What follows belongs to an exercise in optimizing a design on an open flow for small area, a short achievable clock period and few clock cycles per item; a production flow would make more cautious choices.
Function was checked by simulation only, so behaviour that the tests miss may differ from the original.

--- flow/config.mk ---
export PLATFORM = sky130hd
export DESIGN_NAME = muldiv_unit
export DESIGN_NICKNAME = muldiv_unit
export VERILOG_FILES = /design/flow/design.v
export SDC_FILE = /design/flow/constraint.sdc
export NUM_CORES = 4
export LEC_CHECK = 0
export CAP_MARGIN = 20
export CORE_MARGIN = 2
export CORE_UTILIZATION = 40
export SLEW_MARGIN = 20
--- flow/flow/run.sh ---
#!/bin/bash
# The standard layout (standard.sh), with two changes to how it is made:
#  - plain buf_2 cells as the port buffers instead of the delay buffer buffer_ports picks;
#  - repair_timing asked for extra setup margin, so it sizes and buffers the critical
#    paths (the constraints themselves are the standard flow's, unchanged).
# standard.sh's make writes each step's full log under orfs/logs/; its own output goes to standard.log.
set -euo pipefail
bash standard.sh BUFFER_PORTS_ARGS="-buffer_cell sky130_fd_sc_hd__buf_2" SETUP_SLACK_MARGIN=7.6 finish > standard.log 2>&1
--- flow/standard.sh ---
#!/bin/bash
# synth_recipe.tcl (not shown) runs the flow's synth.tcl, then flattens the netlist and writes it again
# the make line also repeats each setting of config.mk as NAME=value (left out here)
make -C /OpenROAD-flow-scripts/flow DESIGN_CONFIG=/design/flow/config.mk WORK_HOME=/design/flow/orfs CLKGATE_MAP_FILE= SYNTH_SCRIPT=/design/flow/synth_recipe.tcl "${@:-finish}"
--- flow/constraint.sdc ---
create_clock -name core_clock -period 12.0 [get_ports {clk}]
set_input_delay 2.4000 -clock core_clock [delete_from_list [all_inputs] [get_ports {clk}]]
set_output_delay 2.4000 -clock core_clock [all_outputs]
set_load 0.01 [all_outputs]
--- flow/design.v ---
module muldiv_unit #(
  parameter int XLEN = 32
) (
  input  logic            clk,
  input  logic            rst,
  input  logic            start,
  input  logic            flush,
  input  logic [2:0]      funct3,
  input  logic [XLEN-1:0] op_a,
  input  logic [XLEN-1:0] op_b,
  output logic            busy,
  output logic            done,
  output logic [XLEN-1:0] result,
  output logic            illegal
);
  logic        st_mul;     
  logic        st_mhu;     
  logic        st_dpre;    
  logic        st_negb;    
  logic        st_align;   
  logic        st_sub;     
  logic        st_corr;    
  logic        st_fix;     
  logic        busy_r;
  logic        done_r;
  logic [2:0]  f3;
  logic [32:0] h;          
  logic [31:0] l;          
  logic [31:0] x;          
  logic [4:0]  cnt;        
  logic        na, nb;     
  logic        xz;         
  logic        skip;       
  logic        az, ai, sx, s2, sl, bi;
  assign busy    = busy_r;
  assign done    = done_r;
  assign result  = h[31:0];
  assign illegal = 1'b0;
  wire accept = start && !busy_r && !flush;
  wire is_rem = f3[1];
  logic [34:0] a_in, b_in, sum;
  wire ms = x[31] & !f3[1] & !f3[2];
  wire b_inv = bi;
  add35 u_add (.a(a_in), .b(b_in), .cin(b_inv | ai), .s(sum));
  always_comb begin
    a_in = ({35{!az}} & {{2{h[32]}}, h}) ^ {35{ai}};
    b_in = (({35{sx}} & {ms, ms, ms, x})
          | ({35{s2}} & {ms, ms, x, 1'b0})
          | ({35{sl}} & {3'b000, l})) ^ {35{b_inv}};
  end
  function automatic logic [2:0] booth(input logic b1, input logic b0, input logic bm1);
    booth = {(b1 == b0) && (b0 == bm1), (b1 != b0) && (b0 == bm1), b1};
  endfunction
  logic [31:0] smear;
  always_comb begin
    smear[31] = h[31];
    for (int i = 30; i >= 0; i--) smear[i] = smear[i+1] | h[i];
  end
  wire t4 = !xz && (x[31:28] == 4'd0) && (({x[27:0], 4'd0} & ~smear) == 32'd0);
  wire t1 = !xz && !x[31] && (({x[30:0], 1'b0} & ~smear) == 32'd0);
  wire do_step   = st_sub | (st_align & !t4 & !t1);
  wire last_step = do_step & (cnt == 5'd0) & !(st_align & xz);
  wire neg_r     = sum[32];                
  wire [4:0] cnt_mul = skip ? cnt + 5'd4 : cnt + 5'd1;
  wire       mul_end = st_mul & (cnt_mul == 5'd16);
  wire       a31     = skip ? l[7] : l[1];
  wire [7:0] nwin    = skip ? l[15:8] : l[9:2];    
  wire       nbm1    = skip ? l[7] : l[1];         
  wire [2:0] ndig    = booth(nwin[1], nwin[0], nbm1);
  wire       nskip   = (cnt_mul <= 5'd12) && (&{nwin, nbm1} || !(|{nwin, nbm1}));
  logic n_mul, n_mhu, n_dpre, n_negb, n_align, n_sub, n_corr, n_fix, n_busy, n_done;
  logic [2:0] dig;         
  always_comb begin
    n_mul = 1'b0; n_mhu = 1'b0; n_dpre = 1'b0; n_negb = 1'b0; n_align = 1'b0;
    n_sub = 1'b0; n_corr = 1'b0; n_fix = 1'b0; n_done = 1'b0;
    dig   = ndig;
    if (!busy_r) begin
      dig = booth(op_a[1], op_a[0], 1'b0);
      if (accept) begin
        if (!funct3[2]) begin
          n_mul = 1'b1;
        end else if (!funct3[0] && op_a[31]) begin
          n_dpre = 1'b1;
        end else if (!funct3[0] && op_b[31]) begin
          n_negb = 1'b1;
        end else begin
          n_align = 1'b1;
        end
      end
    end else begin
      n_mul   = st_mul & !mul_end;
      n_mhu   = mul_end & (f3[1:0] == 2'b11) & a31;
      n_dpre  = 1'b0;
      n_negb  = st_dpre & nb;
      n_align = (st_dpre & !nb) | st_negb | (st_align & (t4 | t1));
      n_sub   = do_step & !last_step;
      n_corr  = last_step & is_rem;
      n_fix   = (mul_end & (f3[1:0] == 2'b00))
              | (last_step & !is_rem)
              | (st_corr & na);
      n_done  = (mul_end & (f3[1:0] != 2'b00) & !n_mhu) | st_mhu
              | (st_corr & !na) | st_fix;
    end
    if (rst || flush) begin
      n_mul = 1'b0; n_mhu = 1'b0; n_dpre = 1'b0; n_negb = 1'b0; n_align = 1'b0;
      n_sub = 1'b0; n_corr = 1'b0; n_fix = 1'b0; n_done = 1'b0;
    end
    n_busy = !(rst || flush) && (busy_r ? !n_done : start);
  end
  logic n_az, n_ai, n_sx, n_s2, n_sl, n_bi;
  always_comb begin
    logic rem, nq;
    rem   = busy_r ? f3[1] : funct3[1];
    nq    = f3[2] & (na ^ nb) & !xz;
    n_az = (n_mul & !busy_r) | n_negb | (n_fix & !rem);
    n_ai = n_dpre | (n_fix & rem);
    n_sx = (n_mul & !dig[2] & !dig[1]) | n_mhu | n_negb | n_align | n_sub | n_corr;
    n_s2 = n_mul & dig[1];
    n_sl = n_fix & !rem;
    n_bi = (n_mul & dig[0] & !dig[2]) | n_negb
         | (n_fix & !rem & nq) | ((n_align | n_sub) & !do_step);
    if (do_step & !last_step) n_bi = !neg_r;
  end
  always_ff @(posedge clk) begin
    busy_r   <= n_busy;
    done_r   <= n_done;
    st_mul   <= n_mul;
    st_mhu   <= n_mhu;
    st_dpre  <= n_dpre;
    st_negb  <= n_negb;
    st_align <= n_align;
    st_sub   <= n_sub;
    st_corr  <= n_corr;
    st_fix   <= n_fix;
    az       <= n_az;
    ai       <= n_ai;
    sx       <= n_sx;
    s2       <= n_s2;
    sl       <= n_sl;
    bi       <= n_bi;
  end
  always_ff @(posedge clk) begin
    if (!busy_r) begin
      f3   <= funct3;
      h    <= {op_a[31] & !funct3[0], op_a};
      l    <= op_a;
      x    <= op_b;
      cnt  <= 5'd0;
      na   <= !funct3[0] & op_a[31];
      nb   <= !funct3[0] & op_b[31];
      xz   <= (op_b == 32'd0);
      skip <= 1'b0;
    end else begin
      if (st_mul) begin
        cnt  <= cnt_mul;
        skip <= nskip;
        if (skip) begin
          h <= {{8{h[32]}}, h[32:8]};
          l <= {h[7:0], l[31:8]};
        end else begin
          h <= sum[34:2];
          l <= {sum[1:0], l[31:2]};
        end
      end
      if (st_mhu | st_dpre | st_fix | (st_corr & h[32])) h <= sum[32:0];
      if (st_negb) x <= sum[31:0];
      if (st_align & t4) begin
        x   <= {x[27:0], 4'd0};
        cnt <= cnt + 5'd4;
      end else if (st_align & t1) begin
        x   <= {x[30:0], 1'b0};
        cnt <= cnt + 5'd1;
      end
      if (do_step) begin
        h   <= sum[32:0];
        l   <= {st_sub ? l[30:0] : 31'd0, !neg_r};
        cnt <= (st_align & xz) ? 5'd30 : cnt - 5'd1;
        if (!last_step) x <= {1'b0, x[31:1]};
      end
    end
  end
endmodule
module add35 (input logic [34:0] a, input logic [34:0] b, input logic cin, output logic [34:0] s);
  logic [35:0] g0, p0;
  assign g0 = {a & b, cin};
  assign p0 = {a ^ b, 1'b0};
  wire g1_1 = g0[1] | (p0[1] & g0[0]);
  wire p1_1 = p0[1] & p0[0];
  wire g1_2 = g0[2] | (p0[2] & g0[1]);
  wire p1_2 = p0[2] & p0[1];
  wire g1_3 = g0[3] | (p0[3] & g0[2]);
  wire p1_3 = p0[3] & p0[2];
  wire g1_4 = g0[4] | (p0[4] & g0[3]);
  wire p1_4 = p0[4] & p0[3];
  wire g1_5 = g0[5] | (p0[5] & g0[4]);
  wire p1_5 = p0[5] & p0[4];
  wire g1_6 = g0[6] | (p0[6] & g0[5]);
  wire p1_6 = p0[6] & p0[5];
  wire g1_7 = g0[7] | (p0[7] & g0[6]);
  wire p1_7 = p0[7] & p0[6];
  wire g1_8 = g0[8] | (p0[8] & g0[7]);
  wire p1_8 = p0[8] & p0[7];
  wire g1_9 = g0[9] | (p0[9] & g0[8]);
  wire p1_9 = p0[9] & p0[8];
  wire g1_10 = g0[10] | (p0[10] & g0[9]);
  wire p1_10 = p0[10] & p0[9];
  wire g1_11 = g0[11] | (p0[11] & g0[10]);
  wire p1_11 = p0[11] & p0[10];
  wire g1_12 = g0[12] | (p0[12] & g0[11]);
  wire p1_12 = p0[12] & p0[11];
  wire g1_13 = g0[13] | (p0[13] & g0[12]);
  wire p1_13 = p0[13] & p0[12];
  wire g1_14 = g0[14] | (p0[14] & g0[13]);
  wire p1_14 = p0[14] & p0[13];
  wire g1_15 = g0[15] | (p0[15] & g0[14]);
  wire p1_15 = p0[15] & p0[14];
  wire g1_16 = g0[16] | (p0[16] & g0[15]);
  wire p1_16 = p0[16] & p0[15];
  wire g1_17 = g0[17] | (p0[17] & g0[16]);
  wire p1_17 = p0[17] & p0[16];
  wire g1_18 = g0[18] | (p0[18] & g0[17]);
  wire p1_18 = p0[18] & p0[17];
  wire g1_19 = g0[19] | (p0[19] & g0[18]);
  wire p1_19 = p0[19] & p0[18];
  wire g1_20 = g0[20] | (p0[20] & g0[19]);
  wire p1_20 = p0[20] & p0[19];
  wire g1_21 = g0[21] | (p0[21] & g0[20]);
  wire p1_21 = p0[21] & p0[20];
  wire g1_22 = g0[22] | (p0[22] & g0[21]);
  wire p1_22 = p0[22] & p0[21];
  wire g1_23 = g0[23] | (p0[23] & g0[22]);
  wire p1_23 = p0[23] & p0[22];
  wire g1_24 = g0[24] | (p0[24] & g0[23]);
  wire p1_24 = p0[24] & p0[23];
  wire g1_25 = g0[25] | (p0[25] & g0[24]);
  wire p1_25 = p0[25] & p0[24];
  wire g1_26 = g0[26] | (p0[26] & g0[25]);
  wire p1_26 = p0[26] & p0[25];
  wire g1_27 = g0[27] | (p0[27] & g0[26]);
  wire p1_27 = p0[27] & p0[26];
  wire g1_28 = g0[28] | (p0[28] & g0[27]);
  wire p1_28 = p0[28] & p0[27];
  wire g1_29 = g0[29] | (p0[29] & g0[28]);
  wire p1_29 = p0[29] & p0[28];
  wire g1_30 = g0[30] | (p0[30] & g0[29]);
  wire p1_30 = p0[30] & p0[29];
  wire g1_31 = g0[31] | (p0[31] & g0[30]);
  wire p1_31 = p0[31] & p0[30];
  wire g1_32 = g0[32] | (p0[32] & g0[31]);
  wire p1_32 = p0[32] & p0[31];
  wire g1_33 = g0[33] | (p0[33] & g0[32]);
  wire p1_33 = p0[33] & p0[32];
  wire g1_34 = g0[34] | (p0[34] & g0[33]);
  wire p1_34 = p0[34] & p0[33];
  wire g1_35 = g0[35] | (p0[35] & g0[34]);
  wire p1_35 = p0[35] & p0[34];
  wire g2_2 = g1_2 | (p1_2 & g0[0]);
  wire p2_2 = p1_2 & p0[0];
  wire g2_3 = g1_3 | (p1_3 & g1_1);
  wire p2_3 = p1_3 & p1_1;
  wire g2_4 = g1_4 | (p1_4 & g1_2);
  wire p2_4 = p1_4 & p1_2;
  wire g2_5 = g1_5 | (p1_5 & g1_3);
  wire p2_5 = p1_5 & p1_3;
  wire g2_6 = g1_6 | (p1_6 & g1_4);
  wire p2_6 = p1_6 & p1_4;
  wire g2_7 = g1_7 | (p1_7 & g1_5);
  wire p2_7 = p1_7 & p1_5;
  wire g2_8 = g1_8 | (p1_8 & g1_6);
  wire p2_8 = p1_8 & p1_6;
  wire g2_9 = g1_9 | (p1_9 & g1_7);
  wire p2_9 = p1_9 & p1_7;
  wire g2_10 = g1_10 | (p1_10 & g1_8);
  wire p2_10 = p1_10 & p1_8;
  wire g2_11 = g1_11 | (p1_11 & g1_9);
  wire p2_11 = p1_11 & p1_9;
  wire g2_12 = g1_12 | (p1_12 & g1_10);
  wire p2_12 = p1_12 & p1_10;
  wire g2_13 = g1_13 | (p1_13 & g1_11);
  wire p2_13 = p1_13 & p1_11;
  wire g2_14 = g1_14 | (p1_14 & g1_12);
  wire p2_14 = p1_14 & p1_12;
  wire g2_15 = g1_15 | (p1_15 & g1_13);
  wire p2_15 = p1_15 & p1_13;
  wire g2_16 = g1_16 | (p1_16 & g1_14);
  wire p2_16 = p1_16 & p1_14;
  wire g2_17 = g1_17 | (p1_17 & g1_15);
  wire p2_17 = p1_17 & p1_15;
  wire g2_18 = g1_18 | (p1_18 & g1_16);
  wire p2_18 = p1_18 & p1_16;
  wire g2_19 = g1_19 | (p1_19 & g1_17);
  wire p2_19 = p1_19 & p1_17;
  wire g2_20 = g1_20 | (p1_20 & g1_18);
  wire p2_20 = p1_20 & p1_18;
  wire g2_21 = g1_21 | (p1_21 & g1_19);
  wire p2_21 = p1_21 & p1_19;
  wire g2_22 = g1_22 | (p1_22 & g1_20);
  wire p2_22 = p1_22 & p1_20;
  wire g2_23 = g1_23 | (p1_23 & g1_21);
  wire p2_23 = p1_23 & p1_21;
  wire g2_24 = g1_24 | (p1_24 & g1_22);
  wire p2_24 = p1_24 & p1_22;
  wire g2_25 = g1_25 | (p1_25 & g1_23);
  wire p2_25 = p1_25 & p1_23;
  wire g2_26 = g1_26 | (p1_26 & g1_24);
  wire p2_26 = p1_26 & p1_24;
  wire g2_27 = g1_27 | (p1_27 & g1_25);
  wire p2_27 = p1_27 & p1_25;
  wire g2_28 = g1_28 | (p1_28 & g1_26);
  wire p2_28 = p1_28 & p1_26;
  wire g2_29 = g1_29 | (p1_29 & g1_27);
  wire p2_29 = p1_29 & p1_27;
  wire g2_30 = g1_30 | (p1_30 & g1_28);
  wire p2_30 = p1_30 & p1_28;
  wire g2_31 = g1_31 | (p1_31 & g1_29);
  wire p2_31 = p1_31 & p1_29;
  wire g2_32 = g1_32 | (p1_32 & g1_30);
  wire p2_32 = p1_32 & p1_30;
  wire g2_33 = g1_33 | (p1_33 & g1_31);
  wire p2_33 = p1_33 & p1_31;
  wire g2_34 = g1_34 | (p1_34 & g1_32);
  wire p2_34 = p1_34 & p1_32;
  wire g2_35 = g1_35 | (p1_35 & g1_33);
  wire p2_35 = p1_35 & p1_33;
  wire g3_4 = g2_4 | (p2_4 & g0[0]);
  wire p3_4 = p2_4 & p0[0];
  wire g3_5 = g2_5 | (p2_5 & g1_1);
  wire p3_5 = p2_5 & p1_1;
  wire g3_6 = g2_6 | (p2_6 & g2_2);
  wire p3_6 = p2_6 & p2_2;
  wire g3_7 = g2_7 | (p2_7 & g2_3);
  wire p3_7 = p2_7 & p2_3;
  wire g3_8 = g2_8 | (p2_8 & g2_4);
  wire p3_8 = p2_8 & p2_4;
  wire g3_9 = g2_9 | (p2_9 & g2_5);
  wire p3_9 = p2_9 & p2_5;
  wire g3_10 = g2_10 | (p2_10 & g2_6);
  wire p3_10 = p2_10 & p2_6;
  wire g3_11 = g2_11 | (p2_11 & g2_7);
  wire p3_11 = p2_11 & p2_7;
  wire g3_12 = g2_12 | (p2_12 & g2_8);
  wire p3_12 = p2_12 & p2_8;
  wire g3_13 = g2_13 | (p2_13 & g2_9);
  wire p3_13 = p2_13 & p2_9;
  wire g3_14 = g2_14 | (p2_14 & g2_10);
  wire p3_14 = p2_14 & p2_10;
  wire g3_15 = g2_15 | (p2_15 & g2_11);
  wire p3_15 = p2_15 & p2_11;
  wire g3_16 = g2_16 | (p2_16 & g2_12);
  wire p3_16 = p2_16 & p2_12;
  wire g3_17 = g2_17 | (p2_17 & g2_13);
  wire p3_17 = p2_17 & p2_13;
  wire g3_18 = g2_18 | (p2_18 & g2_14);
  wire p3_18 = p2_18 & p2_14;
  wire g3_19 = g2_19 | (p2_19 & g2_15);
  wire p3_19 = p2_19 & p2_15;
  wire g3_20 = g2_20 | (p2_20 & g2_16);
  wire p3_20 = p2_20 & p2_16;
  wire g3_21 = g2_21 | (p2_21 & g2_17);
  wire p3_21 = p2_21 & p2_17;
  wire g3_22 = g2_22 | (p2_22 & g2_18);
  wire p3_22 = p2_22 & p2_18;
  wire g3_23 = g2_23 | (p2_23 & g2_19);
  wire p3_23 = p2_23 & p2_19;
  wire g3_24 = g2_24 | (p2_24 & g2_20);
  wire p3_24 = p2_24 & p2_20;
  wire g3_25 = g2_25 | (p2_25 & g2_21);
  wire p3_25 = p2_25 & p2_21;
  wire g3_26 = g2_26 | (p2_26 & g2_22);
  wire p3_26 = p2_26 & p2_22;
  wire g3_27 = g2_27 | (p2_27 & g2_23);
  wire p3_27 = p2_27 & p2_23;
  wire g3_28 = g2_28 | (p2_28 & g2_24);
  wire p3_28 = p2_28 & p2_24;
  wire g3_29 = g2_29 | (p2_29 & g2_25);
  wire p3_29 = p2_29 & p2_25;
  wire g3_30 = g2_30 | (p2_30 & g2_26);
  wire p3_30 = p2_30 & p2_26;
  wire g3_31 = g2_31 | (p2_31 & g2_27);
  wire p3_31 = p2_31 & p2_27;
  wire g3_32 = g2_32 | (p2_32 & g2_28);
  wire p3_32 = p2_32 & p2_28;
  wire g3_33 = g2_33 | (p2_33 & g2_29);
  wire p3_33 = p2_33 & p2_29;
  wire g3_34 = g2_34 | (p2_34 & g2_30);
  wire p3_34 = p2_34 & p2_30;
  wire g3_35 = g2_35 | (p2_35 & g2_31);
  wire p3_35 = p2_35 & p2_31;
  wire g4_8 = g3_8 | (p3_8 & g0[0]);
  wire p4_8 = p3_8 & p0[0];
  wire g4_9 = g3_9 | (p3_9 & g1_1);
  wire p4_9 = p3_9 & p1_1;
  wire g4_10 = g3_10 | (p3_10 & g2_2);
  wire p4_10 = p3_10 & p2_2;
  wire g4_11 = g3_11 | (p3_11 & g2_3);
  wire p4_11 = p3_11 & p2_3;
  wire g4_12 = g3_12 | (p3_12 & g3_4);
  wire p4_12 = p3_12 & p3_4;
  wire g4_13 = g3_13 | (p3_13 & g3_5);
  wire p4_13 = p3_13 & p3_5;
  wire g4_14 = g3_14 | (p3_14 & g3_6);
  wire p4_14 = p3_14 & p3_6;
  wire g4_15 = g3_15 | (p3_15 & g3_7);
  wire p4_15 = p3_15 & p3_7;
  wire g4_16 = g3_16 | (p3_16 & g3_8);
  wire p4_16 = p3_16 & p3_8;
  wire g4_17 = g3_17 | (p3_17 & g3_9);
  wire p4_17 = p3_17 & p3_9;
  wire g4_18 = g3_18 | (p3_18 & g3_10);
  wire p4_18 = p3_18 & p3_10;
  wire g4_19 = g3_19 | (p3_19 & g3_11);
  wire p4_19 = p3_19 & p3_11;
  wire g4_20 = g3_20 | (p3_20 & g3_12);
  wire p4_20 = p3_20 & p3_12;
  wire g4_21 = g3_21 | (p3_21 & g3_13);
  wire p4_21 = p3_21 & p3_13;
  wire g4_22 = g3_22 | (p3_22 & g3_14);
  wire p4_22 = p3_22 & p3_14;
  wire g4_23 = g3_23 | (p3_23 & g3_15);
  wire p4_23 = p3_23 & p3_15;
  wire g4_24 = g3_24 | (p3_24 & g3_16);
  wire p4_24 = p3_24 & p3_16;
  wire g4_25 = g3_25 | (p3_25 & g3_17);
  wire p4_25 = p3_25 & p3_17;
  wire g4_26 = g3_26 | (p3_26 & g3_18);
  wire p4_26 = p3_26 & p3_18;
  wire g4_27 = g3_27 | (p3_27 & g3_19);
  wire p4_27 = p3_27 & p3_19;
  wire g4_28 = g3_28 | (p3_28 & g3_20);
  wire p4_28 = p3_28 & p3_20;
  wire g4_29 = g3_29 | (p3_29 & g3_21);
  wire p4_29 = p3_29 & p3_21;
  wire g4_30 = g3_30 | (p3_30 & g3_22);
  wire p4_30 = p3_30 & p3_22;
  wire g4_31 = g3_31 | (p3_31 & g3_23);
  wire p4_31 = p3_31 & p3_23;
  wire g4_32 = g3_32 | (p3_32 & g3_24);
  wire p4_32 = p3_32 & p3_24;
  wire g4_33 = g3_33 | (p3_33 & g3_25);
  wire p4_33 = p3_33 & p3_25;
  wire g4_34 = g3_34 | (p3_34 & g3_26);
  wire p4_34 = p3_34 & p3_26;
  wire g4_35 = g3_35 | (p3_35 & g3_27);
  wire p4_35 = p3_35 & p3_27;
  wire g5_16 = g4_16 | (p4_16 & g0[0]);
  wire p5_16 = p4_16 & p0[0];
  wire g5_17 = g4_17 | (p4_17 & g1_1);
  wire p5_17 = p4_17 & p1_1;
  wire g5_18 = g4_18 | (p4_18 & g2_2);
  wire p5_18 = p4_18 & p2_2;
  wire g5_19 = g4_19 | (p4_19 & g2_3);
  wire p5_19 = p4_19 & p2_3;
  wire g5_20 = g4_20 | (p4_20 & g3_4);
  wire p5_20 = p4_20 & p3_4;
  wire g5_21 = g4_21 | (p4_21 & g3_5);
  wire p5_21 = p4_21 & p3_5;
  wire g5_22 = g4_22 | (p4_22 & g3_6);
  wire p5_22 = p4_22 & p3_6;
  wire g5_23 = g4_23 | (p4_23 & g3_7);
  wire p5_23 = p4_23 & p3_7;
  wire g5_24 = g4_24 | (p4_24 & g4_8);
  wire p5_24 = p4_24 & p4_8;
  wire g5_25 = g4_25 | (p4_25 & g4_9);
  wire p5_25 = p4_25 & p4_9;
  wire g5_26 = g4_26 | (p4_26 & g4_10);
  wire p5_26 = p4_26 & p4_10;
  wire g5_27 = g4_27 | (p4_27 & g4_11);
  wire p5_27 = p4_27 & p4_11;
  wire g5_28 = g4_28 | (p4_28 & g4_12);
  wire p5_28 = p4_28 & p4_12;
  wire g5_29 = g4_29 | (p4_29 & g4_13);
  wire p5_29 = p4_29 & p4_13;
  wire g5_30 = g4_30 | (p4_30 & g4_14);
  wire p5_30 = p4_30 & p4_14;
  wire g5_31 = g4_31 | (p4_31 & g4_15);
  wire p5_31 = p4_31 & p4_15;
  wire g5_32 = g4_32 | (p4_32 & g4_16);
  wire p5_32 = p4_32 & p4_16;
  wire g5_33 = g4_33 | (p4_33 & g4_17);
  wire p5_33 = p4_33 & p4_17;
  wire g5_34 = g4_34 | (p4_34 & g4_18);
  wire p5_34 = p4_34 & p4_18;
  wire g5_35 = g4_35 | (p4_35 & g4_19);
  wire p5_35 = p4_35 & p4_19;
  wire g6_32 = g5_32 | (p5_32 & g0[0]);
  wire p6_32 = p5_32 & p0[0];
  wire g6_33 = g5_33 | (p5_33 & g1_1);
  wire p6_33 = p5_33 & p1_1;
  wire g6_34 = g5_34 | (p5_34 & g2_2);
  wire p6_34 = p5_34 & p2_2;
  wire g6_35 = g5_35 | (p5_35 & g2_3);
  wire p6_35 = p5_35 & p2_3;
  assign s[0] = p0[1] ^ g0[0];
  assign s[1] = p0[2] ^ g1_1;
  assign s[2] = p0[3] ^ g2_2;
  assign s[3] = p0[4] ^ g2_3;
  assign s[4] = p0[5] ^ g3_4;
  assign s[5] = p0[6] ^ g3_5;
  assign s[6] = p0[7] ^ g3_6;
  assign s[7] = p0[8] ^ g3_7;
  assign s[8] = p0[9] ^ g4_8;
  assign s[9] = p0[10] ^ g4_9;
  assign s[10] = p0[11] ^ g4_10;
  assign s[11] = p0[12] ^ g4_11;
  assign s[12] = p0[13] ^ g4_12;
  assign s[13] = p0[14] ^ g4_13;
  assign s[14] = p0[15] ^ g4_14;
  assign s[15] = p0[16] ^ g4_15;
  assign s[16] = p0[17] ^ g5_16;
  assign s[17] = p0[18] ^ g5_17;
  assign s[18] = p0[19] ^ g5_18;
  assign s[19] = p0[20] ^ g5_19;
  assign s[20] = p0[21] ^ g5_20;
  assign s[21] = p0[22] ^ g5_21;
  assign s[22] = p0[23] ^ g5_22;
  assign s[23] = p0[24] ^ g5_23;
  assign s[24] = p0[25] ^ g5_24;
  assign s[25] = p0[26] ^ g5_25;
  assign s[26] = p0[27] ^ g5_26;
  assign s[27] = p0[28] ^ g5_27;
  assign s[28] = p0[29] ^ g5_28;
  assign s[29] = p0[30] ^ g5_29;
  assign s[30] = p0[31] ^ g5_30;
  assign s[31] = p0[32] ^ g5_31;
  assign s[32] = p0[33] ^ g6_32;
  assign s[33] = p0[34] ^ g6_33;
  assign s[34] = p0[35] ^ g6_34;
endmodule
==> results.txt <==
[layout by cell type (no fill, tap or decap), drive strengths merged, types with 7 or more instances in the layout]
master,n
a2111oi,8
a211o,11
a211oi,33
a21o,27
a21oi,134
a221oi,10
a222oi,32
a311oi,7
a31oi,28
and2,10
and3,8
buf,123
clkbuf,19
dfxtp,54
edfxtp,71
ha,40
inv,62
mux2,23
mux2i,32
nand2,116
nand2b,45
nand3,21
nand4,9
nor2,148
nor2b,10
nor3,24
nor4,13
o211ai,38
o21a,10
o21ai,76
o21bai,10
o221ai,9
xnor2,91
xor2,14
[layout make-up]
cell class	instances	area, um^2
Fill cell	2865	15900
Inverter	54	203
Tap cell	384	480
Clock buffer	19	464
Timing Repair Buffer	123	674
Clock inverter	13	116
Multi-Input combinational cell	1110	7380
Sequential cell	125	3230
[metal layers]
layer  share of wire [%]  vias up
li1                    -     5261
met1                  42     5559
met2                  43      789
met3                  11      108
met4                 3.7        0
met5                   0        -
[flip-flops by register name, indices dropped and copies added (netlist names), 3 cells and up]
| signal | count |
|---|---|
| h | 33 |
| l | 32 |
| x | 32 |
| cnt | 5 |
| f3 | 3 |
[worst min path at each step]
stage | start | to | slack [ps] | cells past startpoint
2_1_floorplan | st_mul | skip | 460 | 2
3_3_place_gp | st_mul | skip | 490 | 2
3_5_place_dp | st_mul | skip | 500 | 2
4_1_cts | st_mul | skip | 520 | 2
5_1_grt | st_mul | skip | 540 | 2
6_report | st_mul | skip | 520 | 2
[kinds of logic (layout without fill, tap and decap cells)]
| family | Yosys count | count (layout) | share of synthesized area, % |
|---|---|---|---|
| simple gates | 428 | 428 | 17.6 |
| fa+ha+maj | 41 | 41 | 4.53 |
| flops | 125 | 125 | 28.0 |
| mux | 55 | 55 | 5.05 |
| other cells | 1 | 1 | 0.0327 |
| compound gates | 480 | 480 | 28.8 |
| xor+xnor | 105 | 105 | 8.01 |
| buf+inv | 192 | 209 | 7.91 |
[worst max-delay path, delay by kind of cell, from the launching register on]
| family | cells | cell delay, ps |
|---|---|---|
| DFF | 1 | 530 |
| AOI/OAI and AO/OA | 3 | 1070 |
| buffers and inverters | 2 | 620 |
| and+or+nand+nor | 4 | 1710 |
[metrics by stage]
stage / instance area [um^2] / utilization (%) / std cells / hold slack (ps)
floorplan: 11500 / - / 1427 / 464
global placement: 11900 / 41.9 / 1795 / 495
detailed placement: 11900 / 41.9 / 1796 / 499
CTS: 12500 / 44.0 / 1828 / 520
global route: 12500 / 44.1 / 1828 / 541
finish: 12500 / 44.1 / 1828 / 515
[what timing repair did]
item	in CTS	in global routing
buffers inserted	0	0
pin swaps	0	1
gates resized for setup	3	5
setup endpoints to repair	30	9
[power breakdown]
group | internal [mW] | switching, mW
Combinational | 0.221 | 0.342
Sequential | 0.498 | 0.0898
Clock | 0.291 | 0.236
==> results.cfg <==
[outcome]
outcome = complete, no violations

[power_and_ir_drop]
max-vdd-ir-drop_mv = 0.0767
power_mw = 1.68
power_density_nw_per_um2 = 134
leakagePower_nw = 4.83

[synth]
synth_warnings = 1
ys_ff_latch = 125
synth_area_per_cell_um2 = 8.05
syn_inst = 1427
synth.distinct_cells = 87
syn_nets = 1539
synth_top_area_share_pct = 18.6
synth_common_cells = nor2_1 (147), a21oi_1 (134), nand2_1 (114), xnor2_1 (91), clkbuf_1 (73)
synth_most_common_cell = nor2_1
synth_area_leader_cell = edfxtp_1
synth.area.top_cells = edfxtp_1 (19%), dfxtp_1 (9.4%), xnor2_1 (6.9%)
netlist_area_um2 = 11500
ys.flop_type = edfxtp_1
ys_seq_area_share_pct = 28.0
synth-edff-count = 71
ys_async_sr_fraction_pct = 0

[detailed_routing]
viasPerCell = 6.41
drt_first_pass_iters = 11
wl_per_cell_um = 24.7
via_count = 11700
drt_wl_total_um = 45200
drc = 0
ant_nets = 0
drt_iter0_markers = 2151

[grt]
grt_pass1_wl_um = 68100
grt_pass1_vias = 10900
overflow = 0
grt_usage_pct = 29.5
grt-busiest-layer = met2
met1_usage_pct = 41.6
antenna_found_initial = 0
grt_start_max_net_pins = 84
grt_util_met2_pct = 44.6
use_met3_pct = 5.64

[setup_path]
cp_max_fo = 26
startpoint_type = flip-flop
critPathCaptureType = flip-flop
setup.worst_path.end = h[32]
max_stage_delay_ps = 540
cp_slowest_cell = a31o_2
r2r_slack_ps = 7740
crit_chain = nor3_1 > nand3_1 > nor3_2 > o221ai_2 > a31o_2 > nand4_1 > buf_6 > buf_4 > o21a_1
startpoint = h[30]
crit_type = flip-flop to flip-flop
reg2reg_depth = 9
crit_required_ps = 12140
worst_ep_arrival_time_ps = 4400
r2r_end = h[32]
r2r-start = h[30]

[timing]
finalSetupViolations = 0
fmax_mhz = 235
clock_skew_ps = 14.1
rsz0062_at_grt = no
hold_viol_final = 0
report.final.slew_viol_count = 0
setup_ws_ps = 7740
fin_crit_ps = 4260
slew_headroom_pct = 35.5
period_share_pct = 35.5
tns_ps = 0
worst_pin_slew_ps = 952

[placement]
dp_slack_ps = 7150
gp_congestion = 1.01
port_buffers = 104
dp_hpwl_um = 32700

[clocking]
clk_latency_ps = 440
cts_buffers = 17
holdBufCountCts = 0
htree_levels = 4
path_clk_slew_ps = 70
cts_buffer_depth = 2
root_buffer = clkbuf_16
cts_num_sinks = 125
tritoncts = done

[job]
drv_cap = 0

[floorplan]
die_w_um = 173
fp.dieArea_um2 = 30100
core_um2 = 28500
initial_core_util_pct = 40.3
die_h_um = 173
io_pins = 106
rows = 62

[finish]
nets = 1543
antenna_cells = 0
drive_gt1_share_pct = 15.2
area_growth_pct = 9.29

[hold_path]
hold_path.class = flip-flop to flip-flop
Testbench counts, summed over its fixed seeds: cycles 100,200, ops 8,000.

## port drivers added, routing unchanged
Ports are ideal in the flow. The routed layout listed here was re-timed in OpenROAD. Step 1, drivers: a clkbuf_16 drives clk and a buf_2 each remaining input, both assumed. Step 2 moves the port delays by t, midway between the first and last clock arrival at a register: inputs arrive t later, outputs are due t later. That takes back most of the time a late clock gives input paths. a / b / c = ideal ports / drivers / drivers and shift; a / b = the first two.
t (ns): 0.476
slack for setup (ns): 7.739 / 7.739 / 7.739
latest minus earliest clock arrival (ns): 0.014 / 0.014
worst data-port slew with drivers (ns): 0.04
After both steps setup and hold are still met in this run. For this run, drivers alone change the setup slack by 0.000 ns; drivers and shift together by 0.000 ns.
